Background: an optimization exercise with open tools, aiming at small area and a short achievable clock period. Do not read the settings as production practice.
At most, simulation tests tie the RTL to the original design; equivalence was not proved.
Power is estimated from default activity; no workload was simulated.

## 02-26
Design alu_issue, start of the top module:
module alu_issue #(
  parameter int IMEM_DEPTH  = 64,
  parameter int PC_W        = 6,
  parameter int HOLD_CYCLES = 4
) (
  input  logic            clk,
  input  logic            rst_n,
  input  logic            start,
  input  logic            prog_we,
  input  logic [PC_W-1:0] prog_addr,
  input  logic [28:0]     prog_data,
  input  logic            ovf_in,
  output logic [28:0]     inst,
  output logic            inst_valid,
  output logic [PC_W-1:0] pc,
  output logic            busy,
  output logic            done,
  output logic [15:0]     issue_cnt,
  output logic [7:0]      ovf_cnt
);
For scale: ~100 I/O pins, roughly 0.074 mm^2 of cells after synthesis.
Settings: LEC_CHECK=0, CAP_MARGIN=20, CORE_MARGIN=2, CORE_UTILIZATION=40, CTS_CLUSTER_DIAMETER=100, CTS_CLUSTER_SIZE=20, SETUP_SLACK_MARGIN=3.0, SLEW_MARGIN=20; clock period 5.5 ns.
run.sh (not shown) runs the stock make flow with config.mk's settings and CLKGATE_MAP_FILE= SYNTH_SCRIPT=/design/flow/synth_recipe.tcl, a recipe that flattens the netlist after the stock synthesis.
Modified inputs, 06-27 compared to 02-26
# 02-26
export LEC_CHECK = 0
export CAP_MARGIN = 20
export CORE_MARGIN = 2
export CORE_UTILIZATION = 40
export CTS_CLUSTER_DIAMETER = 100
export CTS_CLUSTER_SIZE = 20
export SETUP_SLACK_MARGIN = 3.0
export SLEW_MARGIN = 20
create_clock -name core_clock -period 5.5 [get_ports {clk}]
# 06-27
export LEC_CHECK = 0
export CAP_MARGIN = 20
export CORE_MARGIN = 2
export CORE_UTILIZATION = 72
export CTS_CLUSTER_DIAMETER = 80
export CTS_CLUSTER_SIZE = 25
export SETUP_SLACK_MARGIN = 3.2
export SLEW_MARGIN = 20
create_clock -name core_clock -period 5.5 [get_ports {clk}]
[summary]
- Of 06-27 and 02-26, the run reporting the higher delay of the slowest critical-path stage was 06-27.
- 02-26 → 06-27: overall routed net length decreased by about 2.8% relative to the old numbers, layout overhead on the synthesized area decreased by 1.9 points relative to the old numbers.
- 06-27 went all the way through synthesis, placement and routing and the layout is clean on timing, DRC and antenna.
- 02-26 completed end to end with timing, DRC and antenna clean.

========
== run 1 ==
The RTL this note starts from:
==> flow/design.v <==
module alu_issue #(
  parameter int IMEM_DEPTH  = 64,
  parameter int PC_W        = 6,
  parameter int HOLD_CYCLES = 4
) (
  input  logic            clk,
  input  logic            rst_n,
  input  logic            start,
  input  logic            prog_we,
  input  logic [PC_W-1:0] prog_addr,
  input  logic [28:0]     prog_data,
  input  logic            ovf_in,
  output logic [28:0]     inst,
  output logic            inst_valid,
  output logic [PC_W-1:0] pc,
  output logic            busy,
  output logic            done,
  output logic [15:0]     issue_cnt,
  output logic [7:0]      ovf_cnt
);
  localparam int HC_W = (HOLD_CYCLES > 1) ? $clog2(HOLD_CYCLES) : 1;
  logic [28:0]     imem [IMEM_DEPTH];
  logic            fetch_q, hold_q, busy_q, ready_q, done_q;
  logic [HC_W-1:0] hold_cnt;
  logic            nop_active;
  logic [PC_W-1:0] pc_nx;         
  logic [28:0]     pf;            
  logic            pf_halt;       
  logic            pf_rep;        
  logic [IMEM_DEPTH-1:0] rd_sel;
  logic [28:0]     rd_word, rd_lo, rd_hi;
  logic [28:0]     w0_nx;
  localparam int LO_W = PC_W / 2;
  localparam int HI_W = PC_W - LO_W;
  localparam int LO_N = 1 << LO_W;
  localparam int HI_N = 1 << HI_W;
  logic            stg_hit0;
  logic [HI_N-1:0] stg_hi;
  logic [LO_N-1:0] stg_lo;
  logic [28:0]     stg_data;
  logic            wr, launch, last_hold, end_real, end_nop, at_end, stop, issue_go;
  logic            ovf_stop;
  assign busy = busy_q;
  assign done = done_q;
  assign wr        = prog_we && ready_q;
  assign launch    = start && ready_q;
  assign last_hold = hold_q && (hold_cnt == HC_W'(HOLD_CYCLES - 1));
  assign end_real  = last_hold && !nop_active;
  assign end_nop   = last_hold && nop_active;
  assign at_end    = (pc == PC_W'(IMEM_DEPTH - 1));
  assign issue_go  = fetch_q && !pf_halt;
  assign ovf_stop = 1'b0;
  assign stop = at_end || ovf_stop;
  always_ff @(posedge clk) begin
    for (int h = 0; h < HI_N; h++) stg_hi[h] <= wr && (prog_addr[PC_W-1:LO_W] == HI_W'(h));
    for (int l = 0; l < LO_N; l++) stg_lo[l] <= (prog_addr[LO_W-1:0] == LO_W'(l));
    stg_data <= prog_data;
    stg_hit0 <= wr && (prog_addr == '0);
    for (int i = 0; i < IMEM_DEPTH; i++)
      if (stg_hi[i / LO_N] && stg_lo[i % LO_N]) imem[i] <= stg_data;
  end
  always_ff @(posedge clk) begin
    for (int i = 0; i < IMEM_DEPTH; i++) rd_sel[i] <= (pc_nx == PC_W'(i));
  end
  always_comb begin
    rd_lo = '0;
    rd_hi = '0;
    for (int i = 0; i < IMEM_DEPTH / 2; i++)
      rd_lo = rd_lo | ({29{rd_sel[i]}} & imem[i]);
    for (int i = IMEM_DEPTH / 2; i < IMEM_DEPTH; i++)
      rd_hi = rd_hi | ({29{rd_sel[i]}} & imem[i]);
  end
  assign rd_word = (hold_cnt == '0) ? rd_lo : (pf | rd_hi);
  assign w0_nx   = (wr && prog_addr == '0) ? prog_data : stg_hit0 ? stg_data : imem[0];
  always_ff @(posedge clk) begin
    if (ready_q) pf <= w0_nx;
    else if (hold_q && !nop_active) pf <= rd_word;
  end
  assign pf_halt = (pf[28:24] == 5'h1F);
  assign pf_rep  = (pf == inst);
  always_ff @(posedge clk or negedge rst_n) begin
    if (!rst_n) begin
      fetch_q <= 1'b0;
      hold_q  <= 1'b0;
      busy_q  <= 1'b0;
      ready_q <= 1'b1;
      done_q  <= 1'b0;
    end else begin
      fetch_q <= launch || (end_real && !stop);
      hold_q  <= issue_go || (hold_q && !end_real);
      busy_q  <= launch || (end_real && !stop) || issue_go || (hold_q && !end_real);
      ready_q <= !(launch || (end_real && !stop) || issue_go || (hold_q && !end_real));
      done_q  <= (done_q && !start) || (fetch_q && pf_halt) || (end_real && stop);
    end
  end
  always_ff @(posedge clk or negedge rst_n) begin
    if (!rst_n) begin
      inst       <= '0;
      inst_valid <= 1'b0;
      pc         <= '0;
      pc_nx      <= PC_W'(1);
      issue_cnt  <= '0;
      ovf_cnt    <= '0;
      hold_cnt   <= '0;
      nop_active <= 1'b0;
    end else begin
      if (launch) begin
        pc        <= '0;
        pc_nx     <= PC_W'(1);
        issue_cnt <= '0;
        ovf_cnt   <= '0;
      end
      if (issue_go) begin
        inst       <= pf_rep ? 29'h0 : pf;
        inst_valid <= !pf_rep;
        nop_active <= pf_rep;
        if (!pf_rep) issue_cnt <= issue_cnt + 16'd1;
      end
      if (hold_q) hold_cnt <= (hold_cnt == HC_W'(HOLD_CYCLES - 1)) ? '0 : hold_cnt + HC_W'(1);
      if (end_nop) begin
        inst       <= pf;
        inst_valid <= 1'b1;
        nop_active <= 1'b0;
        issue_cnt  <= issue_cnt + 16'd1;
      end
      if (end_real) begin
        inst_valid <= 1'b0;
        if (ovf_in && ovf_cnt != 8'hFF) ovf_cnt <= ovf_cnt + 8'd1;
        if (!stop) begin
          pc    <= pc + PC_W'(1);
          pc_nx <= pc_nx + PC_W'(1);
        end
      end
    end
  end
endmodule
Settings: LEC_CHECK=0, CAP_MARGIN=20, CORE_MARGIN=2, CORE_UTILIZATION=65, CTS_CLUSTER_DIAMETER=100, CTS_CLUSTER_SIZE=20, SETUP_SLACK_MARGIN=3.3, SLEW_MARGIN=20; clock period 5.5 ns.
The inputs of run 2 differ from those of run 1 as listed below.
==> flow/flow/run.sh (new file) <==
#!/bin/bash
# The standard layout (the standard.sh: ORFS synthesis through finish, unchanged), except
# that the port buffers ORFS inserts before global placement are sky130_fd_sc_hd__buf_4 instead
# of the delay-type buffer buffer_ports picks by default. Every port still gets its buffer.
set -euo pipefail
export BUFFER_PORTS_ARGS="-buffer_cell sky130_fd_sc_hd__buf_4"
bash standard.sh > standard.log 2>&1
==> flow/standard.sh (new file) <==
#!/bin/bash
# synth_recipe.tcl (not shown) runs the flow's synth.tcl, then flattens the netlist and writes it again
# the make line also repeats each setting of config.mk as NAME=value (left out here)
make -C /OpenROAD-flow-scripts/flow DESIGN_CONFIG=/design/flow/config.mk WORK_HOME=/design/flow/orfs CLKGATE_MAP_FILE= SYNTH_SCRIPT=/design/flow/synth_recipe.tcl "${@:-finish}"
--- a/flow/config.mk
+++ b/flow/config.mk
@@ -10 +10 @@
-export CORE_UTILIZATION = 65
+export CORE_UTILIZATION = 40
@@ -13 +13 @@
-export SETUP_SLACK_MARGIN = 3.3
+export SETUP_SLACK_MARGIN = 3.0
removed: flow/run.sh
[summary]
Run 2 finished every step from synthesis to the final layout, and the layout passed the timing, design-rule and antenna checks. | routed via count | run 2 vs run 1 | 1753 lower |. Between run 2 and run 1, the largest voltage drop on the vdd net is lower for run 2. Share of the synthesized area in compound gates (AO/OA/AOI/OAI) of run 2 is on par with run 1.
For run 3, these inputs were changed with respect to run 2:
==> flow/run.sh (new file) <==
#!/bin/bash
# synth_recipe.tcl (not shown) runs the flow's synth.tcl, then flattens the netlist and writes it again
# the make line also repeats each setting of config.mk as NAME=value (left out here)
make -C /OpenROAD-flow-scripts/flow DESIGN_CONFIG=/design/flow/config.mk WORK_HOME=/design/flow/orfs CLKGATE_MAP_FILE= SYNTH_SCRIPT=/design/flow/synth_recipe.tcl finish
--- a/flow/config.mk
+++ b/flow/config.mk
@@ -10,4 +10,4 @@
-export CORE_UTILIZATION = 40
-export CTS_CLUSTER_DIAMETER = 100
-export CTS_CLUSTER_SIZE = 20
-export SETUP_SLACK_MARGIN = 3.0
+export CORE_UTILIZATION = 72
+export CTS_CLUSTER_DIAMETER = 80
+export CTS_CLUSTER_SIZE = 25
+export SETUP_SLACK_MARGIN = 3.3
removed: flow/flow/run.sh
removed: flow/standard.sh
### Flow results
- Multi-input gate share of total cell area was higher in the run labelled run 3.
- Looking at total wire length, run 3 sits 3.8% lower than run 2 does.
- Compared to run 2, run 3 has sequential share of layout area 0.67 points higher.
- Run 3: no failed stages, no open violations at the end
- Looking at share of post-route cells with drive strength above 1, run 3 sits below run 2.
Input changes introduced in run 4 (baseline for comparison: run 3):
--- a/flow/config.mk
+++ b/flow/config.mk
@@ -10,4 +10,4 @@
-export CORE_UTILIZATION = 72
-export CTS_CLUSTER_DIAMETER = 80
-export CTS_CLUSTER_SIZE = 25
-export SETUP_SLACK_MARGIN = 3.3
+export CORE_UTILIZATION = 65
+export CTS_CLUSTER_DIAMETER = 100
+export CTS_CLUSTER_SIZE = 20
+export SETUP_SLACK_MARGIN = 3.1
Notes after the runs:
- Run 4 went all the way through the flow, and no timing, DRC or antenna check failed.
- In the tables for run 4 and run 3, met3 usage in global routing reads lower with run 4.
- Maximum frequency delta (run 4 -> run 3): insignificant
- Compared with run 3, run 4 degrades first-pass GRT wire length.
- The post-route fraction of the period consumed by the critical path of run 4 and that of run 3 are within noise of each other.
- Run 3 has higher met1 track demand over resource than run 4.
- Compared with run 3, run 4 shows core utilization lower by 8.3 points.
- As far as final area is concerned, run 4 and run 3 perform about the same.
- Taking run 4 as 1.0, run 3 lands at 0.944 on number of rows created at floorplan.
- Side by side, detailed-route wire length turned out higher in run 4 than in run 3.
--- input diff run 4..run 5 ---
--- a/flow/config.mk
+++ b/flow/config.mk
@@ -10,3 +10,3 @@
-export CORE_UTILIZATION = 65
-export CTS_CLUSTER_DIAMETER = 100
-export CTS_CLUSTER_SIZE = 20
+export CORE_UTILIZATION = 72
+export CTS_CLUSTER_DIAMETER = 80
+export CTS_CLUSTER_SIZE = 25
Findings:
Looking only at final cell utilization of the core, and setting everything else aside, the lower value of run 5 and run 4 goes to run 4. Relative to run 4, met3 wirelength from detailed routing has gone up in run 5. Setup slack in run 5 is smaller than in run 4. Run 4 -> run 5: first-pass GRT wire length decreased by a few percent. Max final area across run 5 and run 4: run 4. Diff run 4 -> run 5: maximum vdd ir drop now larger, non-clock buffer count now larger, global routing met2 resource utilization went up. Final critical-path share of the clock period: run 5 vs run 4 up 0.62 points. On register area, run 4 tracks run 5 almost exactly.

========
## MS
alu_issue, a different RTL version from the one above (not shown whole).
Size: about 2000 flip-flops, about 100 I/O pins.
Settings: LEC_CHECK=0, CAP_MARGIN=20, CORE_MARGIN=2, CORE_UTILIZATION=55, SETUP_SLACK_MARGIN=3.0, SLEW_MARGIN=20; clock period 5.5 ns.
Stock flow here: none of the scripts above is used.
Having completed the whole flow, MS delivered a layout that passed the timing, design-rule and antenna checks.
### MS -> PW
Settings: swapping 55 for 40 in CORE_UTILIZATION.
Results
Of MS and PW, the lower worst-margin pin slew belongs to PW.
In the tables for MS and PW, setup slack of the most critical reg-to-reg path reads lower with MS.
PW consumes less power than MS does.
Of MS and PW, MS shows the lower top achievable clock speed, with PW above it.
Relative to MS, worst setup slack has increased by 0.11 ns in PW.
Combinational power ends up higher on PW.
In PW, the signed area change from the synthesized netlist to the final layout came out 1.7 points above the value in MS.
First-pass GRT wire length went up slightly going from MS to PW.
No run of this note included a check of the RTL's function; only the layout flow was run.

separate check: timing with driven ports:
The results above use ideal ports. As a check the final layouts listed here were re-extracted and re-timed, cells and wires unchanged.
Step 1 assumes that a clkbuf_16 drives the clock port and a buf_2 every other input.
Step 2 moves the port delays by t, midway between the first and last clock arrival at a register: inputs arrive t later, outputs are due t later. That takes back most of the time a late clock gives input paths.
a / b / c = ideal ports / drivers / drivers and shift; a / b = the first two.
| run | t, ns | setup slack, ns | hold slack, ns |
|---|---|---|---|
| 02-26 | 0.855 | 2.983 / 2.928 / 2.336 | 0.303 / 0.255 / 0.553 |
| 06-27 | 0.805 | 3.069 / 3.016 / 2.473 | 0.201 / 0.163 / 0.569 |
| run 1 | 0.820 | 3.072 / 2.992 / 2.552 | 0.257 / 0.202 / 0.558 |
| run 2 | 0.852 | 2.952 / 2.945 / 2.646 | 0.340 / 0.296 / 0.546 |
| run 3 | 0.786 | 3.084 / 3.013 / 2.598 | 0.528 / 0.485 / 0.567 |
| run 4 | 0.801 | 3.077 / 3.035 / 2.417 | 0.505 / 0.541 / 0.569 |
| run 5 | 0.793 | 3.043 / 3.013 / 2.402 | 0.502 / 0.466 / 0.557 |
| MS | 0.925 | 2.767 / 2.767 / 2.141 | 0.409 / 0.346 / 0.494 |
| PW | 0.936 | 2.879 / 2.879 / 2.125 | 0.418 / 0.345 / 0.493 |
After both steps setup and hold are still met in every run listed. The setup slack of PW, which loses most, moves by 0.000 ns with the drivers and by -0.754 ns with both steps.
